Background: an optimization exercise with open tools, aiming at small area, a short achievable clock period and few clock cycles. Do not read the settings as production practice. Only simulation tests tie the RTL to the original design; equivalence was not proved. Power figures rest on the tool's default switching activity, not on a simulated workload.

===== design.v =====
package mips_pkg;
   localparam int WORD_W = 32;
   localparam logic [5:0] OP_RTYPE = 6'h00;
   localparam logic [5:0] OP_ADDI  = 6'h08;
   localparam logic [5:0] OP_HALT  = 6'h3F;
   localparam logic [5:0] FUNC_ADD = 6'h20;
   typedef logic [WORD_W-1:0] word_t;
   typedef enum logic [2:0] {
      ST_IDLE,
      ST_FETCH,
      ST_DECODE,
      ST_READ,
      ST_EXEC,
      ST_WB,
      ST_DONE
   } state_t;
endpackage
import mips_pkg::*;
module mips_regfile
(
   input  logic            clk,
   input  logic            reset,
   input  logic [31:1]     we,          
   input  logic [31:1]     hold,        
   input  mips_pkg::word_t wdata,
   input  logic [31:1]     sel_a,       
   input  logic [31:1]     sel_b,
   input  logic            fwd_a,       
   input  logic            fwd_b,
   input  mips_pkg::word_t fwd,
   output mips_pkg::word_t rdata_a,
   output mips_pkg::word_t rdata_b
);
   mips_pkg::word_t regs [1:31];
   logic [31:1] row_we;
   logic [31:1] row_hold;
   always_comb begin
      for (int i = 1; i < 32; i++) begin
         row_we[i]   = we[i] && !reset;
         row_hold[i] = hold[i] && !reset;
      end
   end
   always_ff @(posedge clk) begin
      for (int i = 1; i < 32; i++)
         regs[i] <= ({32{row_we[i]}} & wdata) | ({32{row_hold[i]}} & regs[i]);
   end
   always_comb begin
      rdata_a = {32{fwd_a}} & fwd;
      rdata_b = {32{fwd_b}} & fwd;
      for (int i = 1; i < 32; i++) begin
         rdata_a = rdata_a | ({32{sel_a[i]}} & regs[i]);
         rdata_b = rdata_b | ({32{sel_b[i]}} & regs[i]);
      end
   end
endmodule
import mips_pkg::*;
module mips_issue_sequencer
#(
   parameter int          IMEM_DEPTH  = 256,
   parameter logic [5:0]  HALT_OPCODE = mips_pkg::OP_HALT,
   localparam int         AW          = $clog2(IMEM_DEPTH)
)(
   input  logic          clk,
   input  logic          reset,
   input  logic          start,
   output logic [AW-1:0] imem_addr,
   input  mips_pkg::word_t         imem_data,
   output mips_pkg::word_t         instruction,
   output mips_pkg::word_t         rs_content,
   output mips_pkg::word_t         rt_content,
   input  mips_pkg::word_t         result,
   output logic          busy,
   output logic          done,
   output logic          wb_en,
   output logic [4:0]    wb_addr,
   output mips_pkg::word_t         wb_data
);
   logic        f_valid;                  
   logic        f_halt;
   logic        f_go;                     
   logic [4:0]  f_rs, f_rt, f_dst;
   logic        f_fwd_a, f_fwd_b;
   logic              d_valid;
   mips_pkg::word_t   d_ins;
   logic [4:0]        d_dst;
   logic              d_wv;               
   logic [31:1]       d_sel_a, d_sel_b;
   logic              d_fwd_a, d_fwd_b;
   logic [31:1]       e_we;               
   logic [31:1]       e_hold;             
   mips_pkg::word_t   rf_a, rf_b;
   assign f_halt = (imem_data[31:26] == HALT_OPCODE);
   assign f_go   = f_valid && !f_halt;
   assign f_rs   = imem_data[25:21];
   assign f_rt   = imem_data[20:16];
   assign f_dst  = (imem_data[31:26] == OP_RTYPE) ? imem_data[15:11] : imem_data[20:16];
   assign f_fwd_a = d_wv && (f_rs == d_dst);
   assign f_fwd_b = d_wv && (f_rt == d_dst);
   mips_regfile u_regfile (
      .clk     (clk),
      .reset   (reset),
      .we      (e_we),
      .hold    (e_hold),
      .wdata   (result),
      .sel_a   (d_sel_a),
      .sel_b   (d_sel_b),
      .fwd_a   (d_fwd_a),
      .fwd_b   (d_fwd_b),
      .fwd     (result),
      .rdata_a (rf_a),
      .rdata_b (rf_b)
   );
   assign wb_data = result;
   always_ff @(posedge clk) begin
      if (reset) begin
         busy      <= 1'b0;
         imem_addr <= '0;
         f_valid   <= 1'b0;
         d_valid   <= 1'b0;
         d_wv      <= 1'b0;
         e_we      <= '0;
         e_hold    <= '1;
         wb_en     <= 1'b0;
         done      <= 1'b0;
      end else begin
         if (!busy) begin
            if (start) begin
               busy      <= 1'b1;
               imem_addr <= AW'(1);
               f_valid   <= 1'b1;
            end
         end else begin
            if (f_go)                   imem_addr <= imem_addr + 1'b1;
            else                        imem_addr <= '0;
            if (f_valid && f_halt)      f_valid   <= 1'b0;
            if (done)                   busy      <= 1'b0;
         end
         d_valid <= f_go;
         d_wv    <= f_go && (f_dst != 5'd0);
         for (int i = 1; i < 32; i++) begin
            e_we[i]   <= d_wv && (d_dst == 5'(i));
            e_hold[i] <= !(d_wv && (d_dst == 5'(i)));
         end
         wb_en   <= d_valid;
         done    <= f_valid && f_halt;
      end
   end
   always_ff @(posedge clk) begin
      d_ins       <= imem_data;
      d_dst       <= f_dst;
      for (int i = 1; i < 32; i++) begin
         d_sel_a[i] <= (f_rs == 5'(i)) && !f_fwd_a;
         d_sel_b[i] <= (f_rt == 5'(i)) && !f_fwd_b;
      end
      d_fwd_a     <= f_fwd_a;
      d_fwd_b     <= f_fwd_b;
      instruction <= d_ins;
      rs_content  <= rf_a;
      rt_content  <= rf_b;
      wb_addr     <= d_dst;
   end
endmodule

===== run.sh =====
#!/bin/bash
# synth_recipe.tcl (not shown) runs the flow's synth.tcl, then flattens the netlist and writes it again
# the make line also repeats each setting of config.mk as NAME=value (left out here)
make -C /OpenROAD-flow-scripts/flow DESIGN_CONFIG=/design/flow/config.mk WORK_HOME=/design/flow/orfs CLKGATE_MAP_FILE= SYNTH_SCRIPT=/design/flow/synth_recipe.tcl finish

===== config.mk =====
export PLATFORM = sky130hd
export DESIGN_NAME = mips_issue_sequencer
export DESIGN_NICKNAME = mips_issue_sequencer
export VERILOG_FILES = /design/flow/design.v
export SDC_FILE = /design/flow/constraint.sdc
export NUM_CORES = 4
export LEC_CHECK = 0
export CAP_MARGIN = 20
export CORE_MARGIN = 2
export CORE_UTILIZATION = 40
export CTS_CLUSTER_DIAMETER = 100
export CTS_CLUSTER_SIZE = 20
export SETUP_SLACK_MARGIN = 2.2
export SLEW_MARGIN = 20

===== constraint.sdc =====
create_clock -name core_clock -period 4.0 [get_ports {clk}]
set_input_delay 0.8000 -clock core_clock [delete_from_list [all_inputs] [get_ports {clk}]]
set_output_delay 0.8000 -clock core_clock [all_outputs]
set_load 0.01 [all_outputs]

==> flow_summary_export.csv <==
group,metric,value,unit
status,status,"finished clean",
timing,worst_pin_slew,1137,ps
min_path,hp-class,"register to register",
routing,viasPerCell,8.086,
timing,fin_crit,2046,ps
floorplanning,num_rows,127,
cells_and_area,drive_above_1_share,18.34,%
grt,overflow,0,
clock_tree,cts_hold_buffers,0,
setup_path,crit_family,"flip-flops",
setup_path,worstSetupStartpointType,"register",
setup_path,path_max_fanout,1,
clock_tree,htree_levels,3,
synth,yosysWarnings,3,
grt,track_usage,41.85,%
timing,slew_violations,0,
pwr,swShare,25.87,%
synth,ys.flop_type,"dfxtp_1",
timing,clock_skew,42.72,ps
setup_path,critPathBufInv,1,
place,globalplace.congestion,0.9323,
pwr,power_frac_clock,36.1,%
pwr,seqPwrFrac,57.4,%
floorplanning,start_util,40.37,%
clock_tree,clk_path_buf_depth,3,
min_path,min_path_cells,0,
place,place_inst,5917,
grt,grt_max_degree,57,
synth,seq_area_frac_synth,52.49,%
synth,syn-cell-area,48430,sq um
floorplanning,die_area,123900,sq um
timing,finalSetupViolCount,0,
place,post-dp-hpwl,128.8,mm
synth,syn_inst,4541,
clock_tree,cts_tree,"built",
timing,rsz0062_at_grt,"yes",
setup_path,crit_path_top_delay_cell,"dfxtp_4",
cells_and_area,n_fill_cell,11007,
pwr,p_leak,20.69,nW
clock_tree,clock_latency,720,ps
timing,period_share,51.15,%
cells_and_area,fin_cells,6128,
clock_tree,clkTransAtPathRegs,90,ps
setup_path,crit_cells,1,
floorplanning,core,120000,sq um
grt,grt_pass1_vias,44438,
routing,drc_errors,0,
timing,slew_headroom,24.19,%
clock_tree,cts_root_buf,"clkbuf_16",
clock_tree,cts.sinks,1270,
cells_and_area,seq_area,25650,sq um
synth,ys_types,47,
pwr,internal-power,16.47,mW
cells_and_area,synthToLayoutAreaGrowth,15.16,%
routing,ant_nets,0,
grt,grt_pass1_wl,367.2,mm
grt,antenna_found_initial,15,
setup_path,crit_required,3200,ps
routing,drt-total-wl,273.8,mm
synth,synth_nets,4609,
pwr,power.density,398.3,nW/um^2
synth,synth.avg_cell_area,10.67,sq um
cells_and_area,final_common_cell,"dfxtp_1",
timing,finalHoldViolations,0,
flow_run,drv_cap,0,
routing,avgRoutedWirePerCell,44.68,microns
clock_tree,cts_made_buffers,74,
cells_and_area,final_cell_mix,"dfxtp_1 (1138), a22o_1 (994), a22oi_1 (979)",
timing,max_freq,488.8,MHz
floorplanning,die_y,352.0,microns
setup_path,cp_data_arrival_time,1250,ps
routing,drt_pass1_iterations,10,
synth,async_reset_ff_share,0,%
synth,synth.ff_latch_count,1270,
setup_path,slowest_delay,420,ps
routing,first_iter_violations,13085,
setup_path,cp_cell_sequence,"buf_6",
timing,final.setup.tns,0,ps
setup_path,r2r_cells,4,
synth,synth-edff-count,0,
cells_and_area,nNetsFinal,4547,
floorplanning,die_width,352.0,microns
place,numPortBuffers,210,
pwr,combPwrFrac,6.5,%
setup_path,crit_type,"register to primary output",
routing,via_count,49548,
cells_and_area,multi_input_area,20970,sq um
pwr,p_switching,5.747,mW
pwr,peakVddDrop,0.3664,mV
floorplanning,boundaryPins,211,
setup_path,setup.worst_path.end_class,"primary output",
[cell families (layout without fill, tap and decap cells)]
family / count (synthesis) / after routing / synth area share (%)
buffers and inverters: 651 / 597 / 5.986
XOR/XNOR: 12 / 12 / 0.2170
AND/OR/NAND/NOR: 560 / 561 / 6.936
multiplexers: 6 / 6 / 0.1369
AO/OA/AOI/OAI: 2041 / 2041 / 34.21
adder cells (fa/ha/maj): 1 / 1 / 0.02583
other: 0 / 28 / 0
flip-flops: 1270 / 1270 / 52.49
[cell type report]
cell class / instances / share of cell area (%)
multi-input combinational: 2621 / 37.60
tap: 1612 / 3.616
sequential: 1270 / 45.99
timing repair buffer: 480 / 8.894
clock inverter: 8 / 0.1077
clock buffer: 77 / 3.455
inverter: 32 / 0.2153
antenna: 28 / 0.1256
[through the flow]
stage | hold WS [ps] | instance area, sq um | setup slack [ps] | total power [mW] | utilization, %
3_5_place_dp | 312.1 | 51740 | 971.5 | 14.27 | 43.13
2_1_floorplan | 309.6 | 48570 | 2174 | 13.56 | -
4_1_cts | 324.0 | 54750 | 1965 | 21.95 | 45.64
5_1_grt | 327.3 | 55710 | 1944 | 22.52 | 46.44
6_report | 322.4 | 55780 | 1954 | 22.22 | 46.49
3_3_place_gp | 310.6 | 51740 | 972.3 | 14.26 | 43.13
[repair_timing]
action | in CTS | in global routing
resized for setup | 1011 | 194
pin swaps | 4 | 4
endpoints found under the hold margin | 0 | 0
endpoints found under the setup margin | 1016 | 412
cloned | 1 | 1
setup buffers | 66 | 30
[worst paths after layout]
path,startpoint,to,slack (ps)
worst max-delay path,rt_content[0]$_DFF_P_,rt_content[0],1950
worst min-delay path,d_ins[28]$_DFF_P_,instruction[28]$_DFF_P_,320
worst max register to register,d_sel_a[1]$_DFF_P_,rs_content[30]$_DFF_P_,2040
worst min register to register,d_ins[28]$_DFF_P_,instruction[28]$_DFF_P_,320
[metal layers]
metal	track usage, %	vias to the layer above	wire length, microns
li1	-	17784	-
met1	51.21	23516	94600
met2	53.64	6237	100600
met3	25.66	1988	52620
met4	27.42	23	25670
met5	1.038	-	306
[sequential cells by signal, summed over array words and instances (netlist names), 31 cells and up]
| name | count |
|---|---|
| d_ins | 32 |
| d_sel_a | 31 |
| d_sel_b | 31 |
| e_hold | 31 |
| e_we | 31 |
| instruction | 32 |
| rs_content | 32 |
| rt_content | 32 |
| u_regfile.regs | 992 |
[power groups by stage]
stage | combinational, mW | sequential (mW) | clock, mW
2_1_floorplan | 0.521 | 13.0 | 0
5_1_grt | 1.38 | 12.8 | 8.38
6_report | 1.45 | 12.8 | 8.01
3_5_place_dp | 1.20 | 13.1 | 0
4_1_cts | 1.26 | 12.7 | 7.94
3_3_place_gp | 1.20 | 13.1 | 0
[synth_stat cells (2+ instances only)]
library cell / count / area share [%]
a21oi_1: 6 / 0.062
a22o_1: 994 / 18
a22oi_1: 1024 / 16
a31oi_1: 3 / 0.039
and2_1: 2 / 0.026
and2b_1: 2 / 0.031
buf_1: 23 / 0.18
buf_2: 254 / 2.6
buf_4: 33 / 0.51
clkbuf_1: 303 / 2.3
clkbuf_2: 5 / 0.052
dfxtp_1: 1270 / 52
inv_1: 32 / 0.25
mux2_2: 5 / 0.12
nand2_1: 37 / 0.29
nand2b_1: 6 / 0.078
nand3_1: 11 / 0.11
nand3b_1: 8 / 0.12
nand4_1: 258 / 3.3
nor2_1: 76 / 0.59
nor2_4: 3 / 0.070
nor2b_1: 71 / 0.92
nor3_1: 4 / 0.041
nor4_1: 3 / 0.039
o211ai_2: 2 / 0.052
o21ai_0: 2 / 0.021
o21ai_1: 2 / 0.021
o21ai_2: 5 / 0.090
or3_1: 3 / 0.039
or3b_2: 4 / 0.072
or4_1: 64 / 0.99
xnor2_1: 8 / 0.14
xor2_1: 4 / 0.072
Testbench counts, summed over its fixed seeds: cycles 2,834.

-- separate check: timing with driven ports --
In the flow no input, the clock included, has a driving cell. The finished layout below was timed again as built, in two steps.
Step 1 (the two cells are an assumption about what drives the block):
set clk [get_ports {clk}]
set_driving_cell -lib_cell sky130_fd_sc_hd__clkbuf_16 $clk
set_driving_cell -lib_cell sky130_fd_sc_hd__buf_2 [delete_from_list [all_inputs] $clk]
Step 2, shift: input delay + t, output delay - t, t = (earliest + latest rising clock arrival at the registers) / 2. This alone moves slack from input paths to output paths.
Three values: no drivers, after step 1, after step 2; two values: the first two.
t (ns): 0.774
setup WS [ns]: 1.954 / 1.875 / 1.360
worst slew at a driven data input, ns: 0.17
After both steps this run still meets setup and hold. For this run, drivers alone change the setup slack by -0.079 ns; drivers and shift together by -0.594 ns.
